What follows belongs to an exercise in optimizing a design on an open flow for small area, a short achievable clock period and few clock cycles per item; a production flow would make more cautious choices.
Function was checked by simulation only, so behaviour that the tests miss may differ from the original.

==> flow/design.v (excerpt) <==
module aes128_round_seq
#(
    parameter int CNT_W = 32,
    parameter int NR    = 10
) (
    input  logic               clk,
    input  logic               rst,
    input  logic               in_valid,
    output logic               in_ready,
    input  logic [BLK_W-1:0]   in_text,
    input  logic [BLK_W-1:0]   in_key,
    output logic               out_valid,
    input  logic               out_ready,
    output logic [BLK_W-1:0]   out_data,
    output logic               busy
);
    function automatic logic [7:0] rcon(input logic [3:0] idx);
        case (idx)
            4'd1:    rcon = 8'h01;
            4'd2:    rcon = 8'h02;
            4'd3:    rcon = 8'h04;
            4'd4:    rcon = 8'h08;
            4'd5:    rcon = 8'h10;
            4'd6:    rcon = 8'h20;
            4'd7:    rcon = 8'h40;
            4'd8:    rcon = 8'h80;
            4'd9:    rcon = 8'h1b;
  ...
Settings: LEC_CHECK=0, CAP_MARGIN=20, CORE_MARGIN=2, CORE_UTILIZATION=60, SETUP_SLACK_MARGIN=0.4, SLEW_MARGIN=20, SYNTH_HIERARCHICAL=1; clock period 20.0 ns.
standard.sh (not shown) runs the stock make flow with config.mk's settings and CLKGATE_MAP_FILE= SYNTH_SCRIPT=/design/flow/synth_recipe.tcl, a recipe that flattens the netlist after the stock synthesis.
==> flow/flow/run.sh <==
#!/bin/bash
set -euo pipefail
PORTBUF="BUFFER_PORTS_ARGS=-buffer_cell sky130_fd_sc_hd__buf_1"
bash standard.sh SETUP_SLACK_MARGIN=14.5 "$PORTBUF" cts > flow_make_cts.log 2>&1
bash standard.sh "$PORTBUF" finish > flow_make_finish.log 2>&1
The baseline produced a clean layout.
Testbench counts at the start, summed over its fixed seeds: cycles 20,496, items 2,048.
Then changed:
==> flow/flow/run.sh (replaced) <==
#!/bin/bash
set -euo pipefail
PORTBUF="BUFFER_PORTS_ARGS=-buffer_cell sky130_fd_sc_hd__buf_1"
bash standard.sh SETUP_SLACK_MARGIN=13.5 "$PORTBUF" cts > flow_make_cts.log 2>&1
bash standard.sh "$PORTBUF" finish > flow_make_finish.log 2>&1
Result: Clock-buffer cell count is higher by 6. Fmax is lower by 10%. Cell area is lower by 19%. Wire length is lower by about 15%. Hold slack stays flat. Core utilization is lower by 16 points. Via count is lower by 11%. Flip-flop and latch count does not change.

* * *

Another version of the RTL of aes128_round_seq (not shown whole).
Size in the first run: ~4800 cells after synthesis, ~690 flip-flops, ~390 I/O pins.
Settings: LEC_CHECK=0, CAP_MARGIN=20, CORE_MARGIN=2, CORE_UTILIZATION=60, SETUP_SLACK_MARGIN=0.4, SLEW_MARGIN=20, SYNTH_HIERARCHICAL=1; clock period 20.0 ns.
==> flow/flow/run.sh <==
#!/bin/bash
set -euo pipefail
PORTBUF="BUFFER_PORTS_ARGS=-buffer_cell sky130_fd_sc_hd__buf_1"
bash standard.sh SETUP_SLACK_MARGIN=15.3 "$PORTBUF" cts > flow_make_cts.log 2>&1
bash standard.sh "$PORTBUF" finish > flow_make_finish.log 2>&1
The starting point completed with no timing, DRC or antenna violations.
Testbench counts at the start, summed over its fixed seeds: cycles 20,520, items 2,048.
Then changed:
==> flow/flow/run.sh (replaced) <==
#!/bin/bash
set -euo pipefail
PORTBUF="BUFFER_PORTS_ARGS=-buffer_cell sky130_fd_sc_hd__buf_1"
bash standard.sh SETUP_SLACK_MARGIN=15.1 "$PORTBUF" cts > flow_make_cts.log 2>&1
bash standard.sh "$PORTBUF" finish > flow_make_finish.log 2>&1
Settings changed: CORE_UTILIZATION 60 to 50, CTS_BUF_LIST set to sky130_fd_sc_hd__clkbuf_16, CTS_CLUSTER_DIAMETER set to 100, CTS_CLUSTER_SIZE set to 24.
With this change the flow produced a layout that fails on antenna violations. Design area decreases by 6.9%. Die area increases by 20%. Clock-buffer cell count decreases by 67.
Then changed:
==> flow/flow/run.sh (replaced) <==
#!/bin/bash
set -euo pipefail
PORTBUF="BUFFER_PORTS_ARGS=-buffer_cell sky130_fd_sc_hd__buf_1"
bash standard.sh SETUP_SLACK_MARGIN=15.0 "$PORTBUF" cts > flow_make_cts.log 2>&1
bash standard.sh "$PORTBUF" finish > flow_make_finish.log 2>&1
Settings changed: CORE_UTILIZATION 50 to 60, CTS_CLUSTER_SIZE 24 to 30.
This time the run completed with no timing, DRC or antenna violations.
Final area goes down by about 1.5%.
Wire length drops by 5.5%.
Cell count falls by about 3.7%.
Hold slack gains 0.030 ns.
Then changed:
Settings changed: CORE_UTILIZATION 60 to 55, CTS_CLUSTER_SIZE 30 to 24.
Effect: Final area hardly moves; maximum frequency falls by 0.34%; die area climbs by 9.0%; via count is about the same; routed wire length increases by 2.4%; first-iteration DRC count shrinks by 4.7%; hold slack is worse by 0.0055 ns; synthesized area does not change.
Then changed:
==> flow/flow/run.sh (replaced) <==
#!/bin/bash
set -euo pipefail
PORTBUF="BUFFER_PORTS_ARGS=-buffer_cell sky130_fd_sc_hd__buf_1"
bash standard.sh SETUP_SLACK_MARGIN=14.8 "$PORTBUF" cts > flow_make_cts.log 2>&1
bash standard.sh "$PORTBUF" finish > flow_make_finish.log 2>&1
Settings changed: CORE_UTILIZATION 55 to 60.
Hold slack improved by 0.0049 ns; global-route usage rises by 1.8 points; critical path depth rises by 15; non-clock buffer count falls by 3; via count falls slightly; clock skew barely changes; final cell count falls slightly; fmax falls by a few percent.

* * *

RTL: one of the versions met above, not the one the previous note started from.
Size: ~390 flip-flops, roughly 390 I/O pins, roughly 41000 sq um of cells after synthesis.
// aes128_round_seq
module aes128_round_seq
#(
    parameter int CNT_W = 32,
    parameter int NR    = 10
) (
    input  logic               clk,
    input  logic               rst,
    input  logic               in_valid,
    output logic               in_ready,
    input  logic [BLK_W-1:0]   in_text,
    input  logic [BLK_W-1:0]   in_key,
    output logic               out_valid,
    input  logic               out_ready,
    output logic [BLK_W-1:0]   out_data,
    output logic               busy
);
export LEC_CHECK = 0
export CAP_MARGIN = 20
export CORE_MARGIN = 2
export CORE_UTILIZATION = 72
export PLACE_DENSITY = 0.8
export SETUP_SLACK_MARGIN = 0.4
export SLEW_MARGIN = 20
export SYNTH_HIERARCHICAL = 1
create_clock -name core_clock -period 20.0 [get_ports {clk}]
==> flow/flow/run.sh <==
#!/bin/bash
set -euo pipefail
PORTBUF="BUFFER_PORTS_ARGS=-buffer_cell sky130_fd_sc_hd__buf_1"
bash standard.sh SETUP_SLACK_MARGIN=13.5 "$PORTBUF" cts > flow_make_cts.log 2>&1
bash standard.sh "$PORTBUF" finish > flow_make_finish.log 2>&1
Testbench counts at the start, summed over its fixed seeds: cycles 20,496, items 2,048.
==> next run, changes <==
- CORE_UTILIZATION: 72 -> 65
- CTS_BUF_LIST: unset -> sky130_fd_sc_hd__clkbuf_4 sky130_fd_sc_hd__clkbuf_8
- PLACE_DENSITY: 0.8 -> unset
=>
- setup slack gains 0.23 ns
- routed wire length stays flat
- fmax increases by 3.4%
- register-to-register slack gains 0.23 ns
- critical path depth increases by 3
- design area increases by 0.91%
- die area increases by 11%
- synthesized cell count does not change
- utilization decreases by 6.8 points
- cell count increases by 2.1%

## afterwards: timing with drivers on the ports
Ports are ideal in the flow. The routed layouts listed here were re-timed in OpenROAD. Step 1: set_driving_cell puts a clkbuf_16 on clk and a buf_2 on each other input, an assumption about the parent block. Step 2, shift: input delay + t, output delay - t, t = (earliest + latest rising clock arrival at the registers) / 2. This alone moves slack from input paths to output paths. a / b / c = no drivers / after step 1 / after step 2; a / b = the first two.
run | shift t [ns] | setup slack, ns | hold slack, ns | clock arrival spread, ns | slew at the worst register clock pin (ns)
the first run of note 1 | 0.674 | 13.933 / 13.933 / 13.933 | 0.474 / 0.474 / 0.474 | 0.043 / 0.044 | 0.07 / 0.07
the second run of note 1 | 0.673 | 13.253 / 13.253 / 13.253 | 0.476 / 0.476 / 0.476 | 0.023 / 0.023 | 0.07 / 0.07
the first run of note 2 | 0.697 | 14.862 / 14.789 / 14.265 | 0.468 / 0.468 / 0.468 | 0.030 / 0.029 | 0.07 / 0.07
the second run of note 2 | 0.680 | 14.826 / 14.763 / 14.406 | 0.452 / 0.452 / 0.452 | 0.047 / 0.047 | 0.11 / 0.11
the third run of note 2 | 0.663 | 14.847 / 14.789 / 14.265 | 0.482 / 0.482 / 0.482 | 0.041 / 0.041 | 0.12 / 0.12
the fourth run of note 2 | 0.664 | 14.829 / 14.751 / 14.302 | 0.476 / 0.476 / 0.476 | 0.034 / 0.034 | 0.11 / 0.11
the fifth run of note 2 | 0.665 | 14.662 / 14.662 / 14.117 | 0.481 / 0.481 / 0.481 | 0.029 / 0.029 | 0.11 / 0.11
the first run of note 3 | 0.671 | 13.035 / 13.035 / 13.035 | 0.477 / 0.477 / 0.477 | 0.029 / 0.029 | 0.07 / 0.07
the second run of note 3 | 0.728 | 13.262 / 13.262 / 13.262 | 0.475 / 0.475 / 0.475 | 0.028 / 0.028 | 0.07 / 0.07
For the first run of note 2, which loses most, drivers alone change the setup slack by -0.073 ns; drivers and shift together by -0.597 ns.
